This is an optimization exercise on Yosys and OpenROAD, whose aim is small area and a short achievable clock period, not a production implementation. At most, simulation tests tie the RTL to the original design; equivalence was not proved.

Design fpu_top, start of the top module:
module fpu_top (
	input  logic             clk,
	input  logic             i_rst_n,
	input  logic [1:0]       i_op,
	input  logic [31:0]      i_a,
	input  logic [31:0]      i_b,
	output logic [31:0]      o_result
);
For scale: ~4800 cells after synthesis, roughly 100 I/O pins, roughly 0.030 mm2 of cells after synthesis.
export LEC_CHECK = 0
export ABC_AREA = 1
export CAP_MARGIN = 20
export CORE_MARGIN = 2
export CORE_UTILIZATION = 40
export SLEW_MARGIN = 20
create_clock -name core_clock -period 17.0 [get_ports {clk}]
standard.sh (not shown) runs the stock make flow with config.mk's settings and CLKGATE_MAP_FILE= SYNTH_SCRIPT=/design/flow/synth_recipe.tcl, a recipe that flattens the netlist after the stock synthesis.
==> flow/flow/run.sh <==
#!/bin/bash
set -euo pipefail
ARGS=("SETUP_SLACK_MARGIN=5.75" "BUFFER_PORTS_ARGS=-buffer_cell sky130_fd_sc_hd__buf_2")
bash standard.sh "${ARGS[@]}" synth > flow_synth.log 2>&1
R=orfs/results/${FLOW_PLATFORM:-sky130hd}/fpu_top/base
cp "$R/1_2_yosys.v" "$R/1_2_yosys_std.v"
python3 flow/fixfa2.py "$R/1_2_yosys_std.v" "$R/1_2_yosys.v" > flow_fixfa.log 2>&1
touch "$R/1_2_yosys.v"
bash standard.sh "${ARGS[@]}" finish > flow_make.log 2>&1
Other scripts of this flow, unchanged in this note and not shown: flow/flow/fixfa2.py
The baseline went through all stages and came out clean.
Then changed:
--- a/flow/flow/run.sh
+++ b/flow/flow/run.sh
@@ -1,5 +1,5 @@
 #!/bin/bash
 set -euo pipefail
-ARGS=("SETUP_SLACK_MARGIN=5.75" "BUFFER_PORTS_ARGS=-buffer_cell sky130_fd_sc_hd__buf_2")
+ARGS=("SETUP_SLACK_MARGIN=6" "BUFFER_PORTS_ARGS=-buffer_cell sky130_fd_sc_hd__buf_2")
 bash standard.sh "${ARGS[@]}" synth > flow_synth.log 2>&1
 R=orfs/results/${FLOW_PLATFORM:-sky130hd}/fpu_top/base
Final cell count is higher by 0.31%.
Design area is higher by 1.7%.
Via count is higher by 0.96%.
Synthesized area stays the same.
Routed wire length is higher by 1.1%.
Setup slack improves by 0.19 ns.

* * *

fpu_top, a different RTL version from the one above (not shown whole).
Size: ~5500 cells after synthesis, about 100 I/O pins, about 34000 um2 of cells after synthesis.
make LEC_CHECK=0 ABC_AREA=1 CAP_MARGIN=20 CORE_MARGIN=2 CORE_UTILIZATION=40 SETUP_SLACK_MARGIN=5 SLEW_MARGIN=20 finish   # period 17.0 ns
run.sh (not shown) runs the stock make flow with config.mk's settings and CLKGATE_MAP_FILE= SYNTH_SCRIPT=/design/flow/synth_recipe.tcl, a recipe that flattens the netlist after the stock synthesis.
Stock flow here: none of the scripts above is used.
Then changed:
SETUP_SLACK_MARGIN = default   (was 5)
What happened: The changed run finished with timing, DRC and antenna clean; utilization goes down by 3.0 points; routed wire length fell by a few percent; worst hold slack hardly moves; cell count went down by a few percent; first-iteration DRC count went down by a few percent; count of clock-buffer cells in the layout is unchanged; maximum frequency shrinks by about a fifth; worst setup slack is worse by 2.7 ns; critical path depth climbs by 24; via count went down by a few percent; non-clock buffer count decreases by 142.
No run of this note included a check of the RTL's function; only the layout flow was run.

* * *

orange:
fpu_top with an RTL version that a note above also has.
Size in the first run: ~4800 cells after synthesis, ~100 I/O pins, roughly 30000 um2 of cells after synthesis.
==> flow/design.v (excerpt) <==
module fpu_top (
	input  logic             clk,
	input  logic             i_rst_n,
	input  logic [1:0]       i_op,
	input  logic [31:0]      i_a,
	input  logic [31:0]      i_b,
	output logic [31:0]      o_result
);
	fpu_pkg::float_t a_w;
	fpu_pkg::float_t b_w;
	logic   is_sub;
	logic   is_mul;
	logic   is_rsv;
	fpu_pkg::float_t eff_b;
	logic   sel_a;
	logic   sel_b;
	logic   sel_zero;
	logic   sel_inf;
	logic   sel_arith;
	fpu_pkg::float_t near_sum;
	fpu_pkg::float_t far_sum;
	logic   near;
	fpu_pkg::float_t product;
	logic   sel_near;
	logic   sel_far;
	logic   sel_prod;
	logic   sign_x;
	logic [31:0] early;
	logic [31:0] next_result;
	logic [25:0] near_raw;
	logic [4:0]  near_lz;
	logic [47:0] prod_raw;
	logic [5:0]  prod_shift;
	logic [47:0] sh_in;
	logic [5:0]  sh_amt;
	logic [47:0] sh_out;
	assign a_w.word = i_a;
	assign b_w.word = i_b;
	assign is_sub = (i_op == fpu_pkg::op_sub);
	assign is_mul = (i_op == fpu_pkg::op_mul);
	assign is_rsv = (i_op == fpu_pkg::op_rsv);
	always_comb begin
		eff_b        = b_w;
		eff_b.f.sign = b_w.f.sign ^ is_sub;
	end
	fpu_special_case u_special (
		.i_a        (a_w),
		.i_b        (eff_b),
		.i_is_mul   (is_mul),
		.i_is_rsv   (is_rsv),
		.o_sel_a    (sel_a),
		.o_sel_b    (sel_b),
		.o_sel_zero (sel_zero),
		.o_sel_inf  (sel_inf),
		.o_sel_arith(sel_arith)
	);
	fpu_adder u_adder (
		.i_a        (a_w),
		.i_b        (eff_b),
		.o_near_raw (near_raw),
		.o_near_lz  (near_lz),
		.i_near_norm(sh_out[46:24]),
		.o_near     (near),
		.o_near_sum (near_sum),
		.o_far_sum  (far_sum)
	);
	fpu_multiplier u_mult (
		.i_a       (a_w),
		.i_b       (b_w),
		.o_raw     (prod_raw),
		.o_shift   (prod_shift),
		.i_norm    (sh_out[47:23]),
		.o_product (product)
	);
  ...
export LEC_CHECK = 0
export ABC_AREA = 1
export CAP_MARGIN = 20
export CORE_MARGIN = 2
export CORE_UTILIZATION = 40
export SLEW_MARGIN = 20
create_clock -name core_clock -period 17.0 [get_ports {clk}]
standard.sh (not shown) runs the stock make flow with config.mk's settings and CLKGATE_MAP_FILE= SYNTH_SCRIPT=/design/flow/synth_recipe.tcl, a recipe that flattens the netlist after the stock synthesis.
==> flow/flow/run.sh <==
#!/bin/bash
set -euo pipefail
ARGS=("SETUP_SLACK_MARGIN=6.25" "BUFFER_PORTS_ARGS=-buffer_cell sky130_fd_sc_hd__buf_2")
bash standard.sh "${ARGS[@]}" synth > flow_synth.log 2>&1
R=orfs/results/${FLOW_PLATFORM:-sky130hd}/fpu_top/base
cp "$R/1_2_yosys.v" "$R/1_2_yosys_std.v"
python3 flow/fixfa2.py "$R/1_2_yosys_std.v" "$R/1_2_yosys.v" > flow_fixfa.log 2>&1
touch "$R/1_2_yosys.v"
bash standard.sh "${ARGS[@]}" finish > flow_make.log 2>&1
Other scripts of this flow, unchanged in this note and not shown: flow/flow/fixfa2.py
### orange -> blue
--- a/flow/flow/run.sh
+++ b/flow/flow/run.sh
@@ -1,5 +1,5 @@
 #!/bin/bash
 set -euo pipefail
-ARGS=("SETUP_SLACK_MARGIN=6.25" "BUFFER_PORTS_ARGS=-buffer_cell sky130_fd_sc_hd__buf_2")
+ARGS=("SETUP_SLACK_MARGIN=6" "RECOVER_POWER=50" "BUFFER_PORTS_ARGS=-buffer_cell sky130_fd_sc_hd__buf_2")
 bash standard.sh "${ARGS[@]}" synth > flow_synth.log 2>&1
 R=orfs/results/${FLOW_PLATFORM:-sky130hd}/fpu_top/base
Findings:
Largest driver fanout on the critical path ended up 18 higher on blue than on orange.
Going from orange to blue, count of TritonRoute iterations in the first routing pass down 4, number of violations of the max-capacitance limit up 1, total track usage down 0.20 points, final period demand of the worst path up 0.15 ns.
Compared with orange, in blue maximum clock frequency went down by about 1.4%, number of multi-input combinational cells ~0 delta.
From the logs: blue reached the end of the flow and failed the layout checks with capacitance limit, slew limit.

[re-timing with driven ports]
How much do the figures lean on ideal ports? The routed layouts below were timed once more, with nothing changed but the port constraints. Step 1 assumes that a clkbuf_16 drives the clock port and a buf_2 every other input. Step 2 times the ports against the registers' clock, not the clock port: input delays grow and output delays shrink by t, the midpoint of the rising clock arrivals with the driver on. Slacks: ideal / step 1 / step 2; pairs: ideal / step 1.
run | t, ns | setup slack, ns | worst setup path after step 2 | slew at the worst register clock pin (ns)
the first run of note 1 | 0.334 | 6.050 / 6.076 / 5.742 | input to register | 0.07 / 0.07
the second run of note 1 | 0.336 | 6.237 / 6.260 / 5.924 | input to register | 0.07 / 0.07
the first run of note 2 | 0.299 | 5.173 / 5.176 / 4.877 | input to register | 0.06 / 0.06
the second run of note 2 | 0.298 | 2.514 / 2.481 / 2.183 | input to register | 0.06 / 0.06
orange | 0.336 | 6.406 / 6.386 / 6.051 | input to register | 0.07 / 0.07
blue | 0.335 | 6.253 / 6.275 / 5.940 | input to register | 0.07 / 0.07
The setup slack of orange, which loses most, moves by -0.020 ns with the drivers and by -0.355 ns with both steps.
